Context: an optimization exercise on an open-source flow, tuned for small area, a short achievable clock period and few clock cycles per item. The choices shown serve that exercise and are no tape-out recipe.
At most, simulation tests tie the RTL to the original design; equivalence was not proved.
Power is estimated from default activity; no workload was simulated.

Setup of cedar:
// relu_neuron_array
module relu_neuron_array
#(
    parameter int N          = 18,
    parameter int LANES      = 4,
    parameter int K_MAX      = 256,
    parameter int SHIFT      = 18,
    parameter int LEAK_SHIFT = 3
) (
    input  logic                 clk,
    input  logic                 rst,
    input  logic                 in_valid,
    output logic                 in_ready,
    input  logic                 in_last,
    input  logic [N-1:0]         in_x,
    input  logic [LANES*N-1:0]   in_w,
    output logic                 out_valid,
    input  logic                 out_ready,
    output logic [LANES*N-1:0]   out_data,
    output logic                 err_ovf
);
Size: about 170 I/O pins, ~49000 um^2 of cells after synthesis.
Settings: LEC_CHECK=0, CAP_MARGIN=20, CORE_MARGIN=2, CORE_UTILIZATION=65, CTS_BUF_LIST=sky130_fd_sc_hd__clkbuf_4 sky130_fd_sc_hd__clkbuf_8, SLEW_MARGIN=20, SYNTH_HIERARCHICAL=1, SYNTH_MINIMUM_KEEP_SIZE=0; clock period 10.0 ns.
standard.sh (not shown) runs the stock make flow with config.mk's settings and CLKGATE_MAP_FILE= SYNTH_SCRIPT=/design/flow/synth_recipe.tcl, a recipe that flattens the netlist after the stock synthesis.
==> flow/flow/run.sh <==
#!/bin/bash
cp standard.sh standard.sh.log
bash standard.sh finish SETUP_SLACK_MARGIN=6.6 "BUFFER_PORTS_ARGS=-buffer_cell sky130_fd_sc_hd__buf_2" > standard.log 2>&1
cedar reached the final stage; the timing, design-rule and antenna checks on its layout passed.
Testbench counts of cedar, summed over its fixed seeds: cycles 16,199, vectors 480.
Modified inputs, fjord compared to cedar
diff --git a/flow/design.v b/flow/design.v
--- a/flow/design.v
+++ b/flow/design.v
@@ -2,53 +2,42 @@
     localparam int NDIG = 9;
 endpackage
 module fa (input logic a, b, c, output logic s, co);
     assign s  = a ^ b ^ c;
     assign co = (a & b) | (a & c) | (b & c);
 endmodule
 module ha (input logic a, b, output logic s, co);
     assign s  = a ^ b;
     assign co = a & b;
 endmodule
-module booth_enc (
+module mac_lane (
     input  logic        clk,
     input  logic        fire,   
     input  logic [17:0] x,
-    output logic [8:0]  one_q,  
-    output logic [8:0]  two_q,  
-    output logic [8:0]  neg_q   
+    input  logic [17:0] w,
+    input  logic        keep_d0,  
+    input  logic        keep_d1,  
+    input  logic        mv,     
+    output logic [16:0] res
 );
+    logic [8:0]  one_q, two_q, neg_q;    
+    logic [17:0] w_q;
+    logic        keep0, clr0, keep1, clr1;   
     logic [18:0] xe;
     assign xe = {x, 1'b0};
     always_ff @(posedge clk) begin
         for (int j = 0; j < 9; j++) begin
             one_q[j] <= fire && (xe[2*j+1] ^ xe[2*j]);
             two_q[j] <= fire && ((xe[2*j+2] && !xe[2*j+1] && !xe[2*j]) ||
                                  (!xe[2*j+2] && xe[2*j+1] && xe[2*j]));
             neg_q[j] <= fire && xe[2*j+2];
         end
-    end
-endmodule
-module mac_lane (
-    input  logic        clk,
-    input  logic [8:0]  one_q,  
-    input  logic [8:0]  two_q,
-    input  logic [8:0]  neg_q,
-    input  logic [17:0] w,
-    input  logic        keep_d0,  
-    input  logic        keep_d1,  
-    input  logic        mv,     
-    output logic [16:0] res
-);
-    logic [17:0] w_q;
-    logic        keep0, clr0, keep1, clr1;   
-    always_ff @(posedge clk) begin
         w_q <= w;
         keep0 <= keep_d0;
         clr0  <= !keep_d0;
         keep1 <= keep_d1;
         clr1  <= !keep_d1;
     end
     logic [43:0] acc0_q, acc0_d;
     logic [33:7] acc1_q, acc1_d;
     logic lc_q, lc_d;
     wire s0, c0;
@@ -875,37 +864,25 @@
             else if (fire)  cnt_q <= cnt_q + 8'd1;
             if (close && !in_last) err_q <= 1'b1;
             b_q  <= fire;
             bc_q <= close;
             if (b_q) start_q <= bc_q;
             p_q  <= p_d;
             v_q  <= v_d;
             rdy_q <= !((close && (v_d || p_d)) || (p_d && v_d));
         end
     end
-    logic [8:0] one_q [2], two_q [2], neg_q [2];
-    for (genvar e = 0; e < 2; e++) begin : g_enc
-        booth_enc u_enc (
-            .clk   (clk),
-            .fire  (fire),
-            .x     (in_x),
-            .one_q (one_q[e]),
-            .two_q (two_q[e]),
-            .neg_q (neg_q[e])
-        );
-    end
     for (genvar i = 0; i < LANES; i++) begin : g_lane
         mac_lane u_lane (
             .clk  (clk),
-            .one_q (one_q[i/2]),
-            .two_q (two_q[i/2]),
-            .neg_q (neg_q[i/2]),
+            .fire (fire),
+            .x    (in_x),
             .w    (in_w[i*N +: N]),
             .keep_d0 (keep_d),
             .keep_d1 (keep_d),
             .mv   (mv),
             .res  (out_data[i*N +: N-1])
         );
         assign out_data[i*N+N-1] = 1'b0;
     end
     assign out_valid = v_q;
     assign err_ovf   = err_q;
Between cedar and fjord, fraction of power consumed by sequential logic increased.
[compare] base=cedar new=fjord: post-route fraction of the period consumed by the critical path shows no meaningful change, antenna diode count went down 4.
Cmp fjord vs cedar: simple logic cell fraction of the synthesized area higher in fjord
Relative to cedar, pin count of the biggest net entering global routing increased by 55% in fjord.
The estimated power of fjord ends up higher than the estimate for cedar.
Going from cedar to fjord, maximum clock frequency increased 0.34%, post-detailed-route via-to-cell ratio decreased 5.6%, arrival time of the worst setup path decreased 2600 ps, net switching fraction of the power decreased 0.87 points.
The RTL of fjord was laid out without a check of its function.

## afterwards: timing with drivers on the ports
The results above use ideal ports. As a check the final layouts listed here were re-extracted and re-timed, cells and wires unchanged. Step 1 sets driving cells, clkbuf_16 on the clock port and buf_2 on the other inputs (assumed; they add their load-dependent delay and slew). Step 2 times the ports against the registers' clock, not the clock port: input delays grow and output delays shrink by t, the midpoint of the rising clock arrivals with the driver on. Slacks: ideal / step 1 / step 2; pairs: ideal / step 1.
run | t (ns) | setup slack, ns | worst data-port slew with drivers (ns)
cedar | 0.784 | 6.592 / 6.565 / 6.333 | 0.14
fjord | 0.803 | 6.604 / 6.541 / 6.286 | 0.10
After both steps setup and hold are still met in every run listed. The setup slack of fjord, which loses most, moves by -0.063 ns with the drivers and by -0.318 ns with both steps.
